What follows belongs to an exercise in optimizing a design on an open flow for small area; a production flow would make more cautious choices.
In this exercise RTL edits were held to simulation tests only and were not proved equivalent to the original.
Power and IR drop assume default switching activity.

**flow/design.v**
```verilog
module shared_serpar_buf #(
    parameter int W_BLK = 128,
    parameter int N_ST  = 2,
    parameter int N_TK  = 5
) (
    input  logic                           clk,
    input  logic                           rst,
    input  logic [7:0]                     in_data,
    input  logic                           in_valid,
    output logic                           in_ready,
    output logic [7:0]                     out_data,
    output logic                           out_valid,
    input  logic                           out_ready,
    input  logic [W_BLK*(N_ST+N_TK)-1:0]   data_core,
    input  logic                           cap_st,
    input  logic                           cap_tk,
    input  logic                           start_rd,
    input  logic                           clr,
    output logic [W_BLK*(N_ST+N_TK)-1:0]   bfr,
    output logic                           full
);
    localparam int TOT       = W_BLK * (N_ST + N_TK);
    localparam int NBYTES    = TOT / 8;
    localparam int OUT_BYTES = N_ST * W_BLK / 8;
    localparam int ST_LO     = N_TK * W_BLK;
    localparam int CW        = $clog2(NBYTES + 1);
    typedef enum logic [1:0] {EMPTY, FULL, UNLOAD} state_t;
    state_t         state, state_n;
    logic [CW-1:0]  cnt, cnt_n;
    logic [TOT-1:0] bfr_n;
    assign in_ready  = state == EMPTY;
    assign out_valid = state == UNLOAD;
    assign full      = state == FULL;
    assign out_data  = bfr[TOT-1 -: 8];
    always_comb begin
        state_n = state;
        cnt_n   = cnt;
        bfr_n   = bfr;
        if (clr) begin
            state_n = EMPTY;
            cnt_n   = '0;
            bfr_n   = '0;
        end else begin
            case (state)
                EMPTY: if (in_valid) begin
                    bfr_n   = {bfr[TOT-9:0], in_data};
                    cnt_n   = cnt == CW'(NBYTES - 1) ? '0 : cnt + CW'(1);
                    state_n = cnt == CW'(NBYTES - 1) ? FULL : EMPTY;
                end
                FULL: begin
                    if (cap_st) bfr_n[TOT-1:ST_LO] = data_core[TOT-1:ST_LO];
                    if (cap_tk) bfr_n[ST_LO-1:0] = data_core[ST_LO-1:0];
                    if (start_rd && !cap_st && !cap_tk) begin
                        state_n = UNLOAD;
                        cnt_n   = '0;
                    end
                end
                UNLOAD: if (out_ready) begin
                    bfr_n   = {bfr[TOT-9:0], 8'h00};
                    cnt_n   = cnt == CW'(OUT_BYTES - 1) ? '0 : cnt + CW'(1);
                    state_n = cnt == CW'(OUT_BYTES - 1) ? EMPTY : UNLOAD;
                end
                default: begin
                    state_n = EMPTY;
                    cnt_n   = '0;
                end
            endcase
        end
    end
    always_ff @(posedge clk or posedge rst) begin
        if (rst) begin
            state <= EMPTY;
            cnt   <= '0;
            bfr   <= '0;
        end else begin
            state <= state_n;
            cnt   <= cnt_n;
            bfr   <= bfr_n;
        end
    end
endmodule
```
**flow/run.sh**
```bash
#!/bin/bash
# synth_recipe.tcl (not shown) runs the flow's synth.tcl, then flattens the netlist and writes it again
# the make line also repeats each setting of config.mk as NAME=value (left out here)
make -C /OpenROAD-flow-scripts/flow DESIGN_CONFIG=/design/flow/config.mk WORK_HOME=/design/flow/orfs CLKGATE_MAP_FILE= SYNTH_SCRIPT=/design/flow/synth_recipe.tcl finish
```
**flow/config.mk**
```make
export PLATFORM = sky130hd
export DESIGN_NAME = shared_serpar_buf
export DESIGN_NICKNAME = shared_serpar_buf
export VERILOG_FILES = /design/flow/design.v
export SDC_FILE = /design/flow/constraint.sdc
export NUM_CORES = 4
export LEC_CHECK = 0
export CAP_MARGIN = 20
export CORE_AREA = 5 5 645 645
export DIE_AREA = 0 0 650 650
export SLEW_MARGIN = 20
```
**flow/constraint.sdc**
```tcl
create_clock -name core_clock -period 5.0 [get_ports {clk}]
set_input_delay 1.0000 -clock core_clock [delete_from_list [all_inputs] [get_ports {clk}]]
set_output_delay 1.0000 -clock core_clock [all_outputs]
set_load 0.01 [all_outputs]
```
==> flow_summary.json <==
{
  "dieArea_um2": 423000,
  "period_minus_slack_ns": 3.71,
  "status": "finished clean",
  "hold_buffers": 0,
  "cts_root_buf": "clkbuf_16",
  "ctsHtreeMaxLevel": 3,
  "required_ns": 4.00,
  "fp-row-count": 235,
  "hold_path_depth": 2,
  "worstHoldStart": "cnt[1]",
  "cts_tree": "yes",
  "synth-seq-area-share_pct": 49.7,
  "ff2ff_path_depth": 6,
  "critical_path_class": "reg -> out",
  "max_cap_viol_count": 0,
  "place_congestion": 1.08,
  "stdcell_count": 11452,
  "port_buffers": 1818,
  "dpl.hpwl_mm": 356,
  "slew_viol_final": 0,
  "grtUsageTotal_pct": 19.3,
  "crit_path_start": "state[1]",
  "fillerInstances": 45087,
  "r2r_end": "bfr[192]",
  "ys_warn_count": 1,
  "fp.dieW_um": 650,
  "start_util_pct": 11.1,
  "r2r-start": "state[1]",
  "routed_wl_mm": 432,
  "cts_buffers": 123,
  "ios": 1819,
  "cts_resized": 0,
  "fin_crit_sh_pct": 74.1,
  "crit_path_end_kind": "output pin",
  "dieHeight_um": 650,
  "worst_pin_slew_ns": 1.14,
  "clock_skew_ns": 0.0584,
  "whs_endpoint": "cnt[1]",
  "tns_ns": 0,
  "core_region_area_um2": 409000,
  "cts_buffer_depth": 4,
  "ys_ff_latch": 905,
  "antenna_found_initial": 345,
  "setup_viol": 0,
  "postCtsSetupRepairBufs": 0,
  "path_clk_slew_ns": 0.06,
  "netlist_instances": 4336,
  "p_leak_nw": 25.4,
  "place_area_um2": 69600,
  "grt_pass1_wl_mm": 542,
  "avgSynthCellArea_um2": 10.5,
  "arrival_ns": 2.71,
  "finish.instance_area_um2": 74000,
  "grt_max_degree": 232,
  "ys_types": 28,
  "num_vias": 51336,
  "dp_cells": 11096,
  "postRouteAntennaNets": 0,
  "start_kind": "register",
  "clock-sinks": 905,
  "max_slew_margin_pct": 24.3,
  "grt_pass1_vias": 46608,
  "layout-area-overhead-vs-synth_pct": 62.5,
  "final_nets": 6686,
  "avgViaCountPerCell": 4.48,
  "netlist_area_um2": 45500,
  "fmax_mhz": 270,
  "drt_iter0_drc": 7055,
  "drc": 0,
  "hp-class": "reg -> reg",
  "drive_gt1_share_pct": 6.36,
  "clock_latency_ns": 0.90,
  "syn-num-nets": 5252,
  "ir_worst_vdd_mv": 0.300,
  "drt-pass1-iter-count": 6,
  "cp_max_fo": 32,
  "fin_hold_ws_ns": 0.524,
  "grt-ovfl-total": 0,
  "post_drt_wl_per_cell_um": 37.7,
  "power.density_nw_per_um2": 245,
  "hold_viol": 0,
  "rsz0062_at_grt": "no",
  "reg2reg_setup_slack_ns": 1.46
}
-- cells by family after synthesis --
kind of cell / after synthesis / synth area share (%)
compound gates: 2454 / 37.9
fa+ha+maj: 4 / 0.110
buf+inv: 682 / 6.16
flops: 905 / 49.7
mux: 258 / 5.67
simple gates: 33 / 0.376
-- cells in the mapped netlist, drive strengths merged --
master | n | area (µm²)
nand3 | 3 | 15.0
nand2b | 3 | 18.8
a21oi | 12 | 71.3
ha | 4 | 50.1
mux2 | 1 | 11.3
clkbuf | 528 | 1980
o22ai | 1 | 6.26
dfrtp | 905 | 22600
and2 | 1 | 6.26
nand2 | 8 | 30.0
a22oi | 632 | 4740
inv | 7 | 26.3
a22o | 6 | 52.6
nor2b | 9 | 56.3
buf | 147 | 797
nor3b | 1 | 7.51
nor2 | 5 | 18.8
a21o | 2 | 15.0
o31ai | 1 | 7.51
or3 | 3 | 18.8
o21ai | 901 | 4510
o22a | 1 | 8.76
mux2i | 257 | 2570
o41ai | 898 | 7870
-- state kept, by name, summed over array words and instances (netlist names) --
name and flops:
bfr 896, cnt 7, state 2
-- metal layers --
metal	share of wire, %	track usage (%)	up-vias
li1	-	-	20885
met3	13	9.57	1010
met1	36	21.7	25642
met5	0.42	0	-
met2	45	30.3	3539
met4	6.0	9.79	260
-- worst max-delay path, cell delays in order (launching register included) --
cell and delay, ns:
dfrtp_1 0.42, inv_1 0.13, ha_4 0.61, clkdlybuf4s50_1 0.67
-- area by class of cell --
type,count,area [µm²],share of cell area (%)
repair buffers,1984,20000,27.0
clock buffers,170,3500,4.74
inverters,7,30.0,0.0406
diodes,138,345,0.467
multi-input cells,2749,20100,27.2
well taps,5451,6820,9.22
clock inverters,48,520,0.704
flip-flops and latches,905,22600,30.6
-- power breakdown --
part | total, W | leakage (nW) | switching, W | internal (W)
Combinational | 0.00161 | 10.8 | 0.000868 | 0.000744
Sequential | 0.00737 | 12.6 | 0.0000259 | 0.00734
Clock | 0.00912 | 1.98 | 0.00388 | 0.00524
Total | 0.0181 | 25.4 | 0.00478 | 0.0133
-- layout by cell type, fill, tap and decap left out, types with 2 or more instances in the layout --
cell type        instances
inv_6                    4
nand2_1                  7
or3_1                    3
a21oi_1                 11
clkdlybuf4s50_1       1816
nor2_4                   2
diode_2                138
o41ai_1                898
nand2b_1                 3
a22o_1                   6
inv_1                    6
clkbuf_8                25
ha_1                     3
buf_12                  43
clkinv_2                22
dfrtp_1                905
buf_4                  124
clkinv_4                 4
bufinv_16                7
o21ai_0                901
a21o_1                   2
a22oi_1                632
nor2_1                   3
clkbuf_16              123
clkinvlp_4               8
mux2i_1                257
nor2b_1                  9
nand3_1                  3
clkbuf_1                22
-- through the flow --
| step | util (%) | setup slack, ns | total power [W] |
|---|---|---|---|
| 2_1_floorplan | - | -8.45 | 0.00796 |
| 3_3_place_gp | 17.0 | 1.50 | 0.00910 |
| 3_5_place_dp | 17.0 | 1.45 | 0.00909 |
| 4_1_cts | 18.0 | 1.22 | 0.0183 |
| 5_1_grt | 18.1 | 1.22 | 0.0186 |
| 6_report | 18.1 | 1.29 | 0.0181 |
-- worst max path at each step --
stage / endpoint / slack, ns / cells past startpoint
floorplan: bfr[0] / -8.45 / 1
global placement: bfr[759] / 1.50 / 7
detailed placement: bfr[752] / 1.45 / 7
CTS: bfr[179] / 1.22 / 1
global route: full / 1.22 / 3
finish: full / 1.29 / 3

==> afterwards: timing with drivers on the ports <==
Ports are ideal in the flow. The routed layout listed here was re-timed in OpenROAD. Step 1 assumes that a clkbuf_16 drives the clock port and a buf_2 every other input. Step 2 adds t to the input delays and takes it off the output delays; t is the mean of the earliest and latest rising clock arrival at the registers after step 1. Input paths then give back, and output paths get back, about the clock's delay inside the block. a / b / c = no drivers / after step 1 / after step 2; a / b = the first two.
t, ns: 0.953
setup WS [ns]: 1.294 / 1.206 / 1.334
worst setup path after step 2: input to register
pins driven straight from the clock port: 1
After both steps setup and hold are still met in this run. The setup slack of this run moves by -0.088 ns with the drivers and by +0.040 ns with both steps.
